This design comes from an exercise in tuning for small area and few clock cycles on the open sky130 flow, not from production work.
Only simulation tests tie the RTL to the original design; equivalence was not proved.

Design galvo_shape_point_generator, start of the top module:
module galvo_shape_point_generator #(
    parameter int POINTS_PER_SHAPE = gspg_pkg::GSPG_POINTS_DEFAULT
) (
    input  logic        i_clk,
    input  logic        i_rst_n,
    input  logic        s_axis_tvalid,
    output logic        s_axis_tready,
    input  logic [7:0]  s_axis_tdata,   
    output logic        m_axis_tvalid,
    input  logic        m_axis_tready,
    output logic [47:0] m_axis_tdata,   
    input  logic        psel,
    input  logic        penable,
    input  logic        pwrite,
    input  logic [2:0]  paddr,
    input  logic [31:0] pwdata,
    output logic [31:0] prdata,
    output logic        pready
);
==> flow/config.mk <==
export PLATFORM = sky130hd
export DESIGN_NAME = galvo_shape_point_generator
export DESIGN_NICKNAME = galvo_shape_point_generator
export VERILOG_FILES = /design/flow/design.v
export SDC_FILE = /design/flow/constraint.sdc
export NUM_CORES = 4
export LEC_CHECK = 0
export CAP_MARGIN = 20
export CORE_MARGIN = 2
export CORE_UTILIZATION = 40
export PLACE_DENSITY = 0.45
export SLEW_MARGIN = 20
export SYNTH_HIERARCHICAL = 1
==> flow/constraint.sdc <==
create_clock -name core_clock -period 11.5 [get_ports {i_clk}]
set_input_delay 2.3000 -clock core_clock [delete_from_list [all_inputs] [get_ports {i_clk}]]
set_output_delay 2.3000 -clock core_clock [all_outputs]
set_load 0.01 [all_outputs]
standard.sh (not shown) runs the stock make flow with config.mk's settings and CLKGATE_MAP_FILE= SYNTH_SCRIPT=/design/flow/synth_recipe.tcl, a recipe that flattens the netlist after the stock synthesis.
==> flow/flow/run.sh <==
#!/bin/bash
set -o pipefail
export BUFFER_PORTS_ARGS="-buffer_cell sky130_fd_sc_hd__buf_1"
export PRE_GLOBAL_PLACE_TCL="$PWD/flow/pre_gpl.tcl"
bash standard.sh > standard.log 2>&1
==> flow/flow/pre_gpl.tcl <==
# Buffers that timing-driven global placement inserts: the smaller sizes only.
set_dont_use [get_lib_cells {sky130_fd_sc_hd__buf_4 sky130_fd_sc_hd__buf_6 sky130_fd_sc_hd__buf_8 sky130_fd_sc_hd__buf_12 sky130_fd_sc_hd__buf_16}]
The baseline ran to the end with no violations.
Testbench counts at the start, summed over its fixed seeds: cycles 24,078.
==> next run, changes <==
==> flow/flow/run.sh (replaced) <==
#!/bin/bash
# Layout: the standard flow (standard.sh), with the port buffers that global placement
# inserts made of the smallest buffer cell (sky130_fd_sc_hd__buf_1) instead of the default
# choice. The flow's output goes to standard.log; ORFS's own logs are under orfs/logs.
set -o pipefail
export BUFFER_PORTS_ARGS="-buffer_cell sky130_fd_sc_hd__buf_1"
bash standard.sh > standard.log 2>&1
Settings changed: PLACE_DENSITY 0.45 to 0.65.
removed: flow/flow/pre_gpl.tcl
Outcome: Critical path depth does not change. Routed wire length drops by a few percent. Design area drops slightly. First-iteration DRC count goes up by about a fifth. Worst setup slack gains 0.052 ns. Clock skew is about the same.

* * *

## run A
Starting RTL as in the previous note.
Design galvo_shape_point_generator, start of the top module:
module galvo_shape_point_generator #(
    parameter int POINTS_PER_SHAPE = gspg_pkg::GSPG_POINTS_DEFAULT
) (
    input  logic        i_clk,
    input  logic        i_rst_n,
    input  logic        s_axis_tvalid,
    output logic        s_axis_tready,
    input  logic [7:0]  s_axis_tdata,   
    output logic        m_axis_tvalid,
    input  logic        m_axis_tready,
    output logic [47:0] m_axis_tdata,   
    input  logic        psel,
    input  logic        penable,
    input  logic        pwrite,
    input  logic [2:0]  paddr,
    input  logic [31:0] pwdata,
    output logic [31:0] prdata,
    output logic        pready
);
    logic        cfg_wr;
    logic [6:0]  amp_pct;
    logic [14:0] amp;
    logic [16:0] amp3;
    logic        amp_full, busy;
    logic        accept;
    logic [1:0]  shape_code, n_shape;
    logic [7:0]  point_number, n_idx;
    logic [15:0] side_v;
    logic [15:0] x_code, y_code;
    assign pready = 1'b1;
    assign cfg_wr = psel && penable && pwrite && !paddr[2];
    assign prdata = paddr[2] ? 32'd0 : {25'd0, amp_pct};
    gspg_amp u_amp (
        .i_clk     (i_clk),
        .i_rst_n   (i_rst_n),
        .i_wr      (cfg_wr),
        .i_wdata   (pwdata[6:0]),
        .o_pct     (amp_pct),
        .o_amp     (amp),
        .o_amp3    (amp3),
        .o_full    (amp_full),
        .o_busy    (busy),
        .i_accept  (accept),
        .i_n_shape (n_shape),
        .i_n_idx   (n_idx),
        .o_v       (side_v)
    );
    gspg_front u_front (
        .i_clk     (i_clk),
  ...
clock: 11.5 ns
lec_check: 0
cap_margin: 20
core_margin: 2
core_utilization: 40
place_density: 0.8
slew_margin: 20
synth_hierarchical: 1
==> flow/flow/run.sh <==
#!/bin/bash
# Layout: the standard flow (standard.sh), with the port buffers that global placement
# inserts made of the smallest buffer cell (sky130_fd_sc_hd__buf_1) instead of the default
# choice. The flow's output goes to standard.log; ORFS's own logs are under orfs/logs.
set -o pipefail
export BUFFER_PORTS_ARGS="-buffer_cell sky130_fd_sc_hd__buf_1"
bash standard.sh > standard.log 2>&1
Testbench counts of run A, summed over its fixed seeds: cycles 24,078.
Relative to run A, the following input files were edited for run B:
Settings: CAP_MARGIN changed from 20 to 5; PLACE_DENSITY changed from 0.8 to 0.45; SLEW_MARGIN changed from 20 to 5.
Results
Where fmax is concerned, run A is better than run B. Diff run A -> run B | routed wire length | increase of about 15%. A startpoint of the worst setup timing path of u_amp.r_amp[4]$_SDFFE_PN1N_ is what run B shows, while u_back.r_m_y[6]$_DFF_P_ belongs to run A. Compared with run A, in run B number of non-filler instances in the completed layout rose by about 1.1%, number of gates on the worst path with buffers counted fell by about 10%, number of signal-net buffers in the layout rose by about 25%.
> inputs changed (run B -> run C)
Settings: CAP_MARGIN now 20, was 5; SLEW_MARGIN now 20, was 5.
## What came out
- Of the two values seen for library cell contributing the largest single delay on the critical path, sky130_fd_sc_hd__dfxtp_1 was produced by run B and sky130_fd_sc_hd__fa_1 by run C.
- DRC marker count from the first detailed-route iteration across run C and run B: no real change.
- Run B → run C: total routed wirelength held steady.
- Run C finished every step from synthesis to the final layout, and the layout passed the timing, design-rule and antenna checks.
- The final reports for run C and run B show clock period minus worst slack lower in the former.
- The final-layout non-clock buffer area share on run B is in line with that on run C.
- On design area, run C and run B are neck and neck.

-- static timing again, ports no longer ideal --
How much do the figures lean on ideal ports? The routed layouts below were timed once more, with nothing changed but the port constraints. Step 1: set_driving_cell puts a clkbuf_16 on i_clk and a buf_2 on each other input, an assumption about the parent block. Step 2 moves the port delays by t, midway between the first and last clock arrival at a register: inputs arrive t later, outputs are due t later. That takes back most of the time a late clock gives input paths. a / b / c = no drivers / after step 1 / after step 2; a / b = the first two.
run | shift t [ns] | setup slack, ns | clock arrival spread, ns | worst slew at a driven data input, ns
the first run of note 1 | 0.448 | 0.435 / 0.380 / 0.828 | 0.025 / 0.026 | 0.04
the second run of note 1 | 0.426 | 0.487 / 0.438 / 0.864 | 0.024 / 0.023 | 0.04
run A | 0.438 | 0.618 / 0.559 / 0.996 | 0.011 / 0.011 | 0.11
run B | 0.455 | 0.430 / 0.372 / 0.826 | 0.026 / 0.027 | 0.05
run C | 0.454 | 0.520 / 0.463 / 0.916 | 0.025 / 0.025 | 0.05
After both steps every run listed still meets setup and hold.
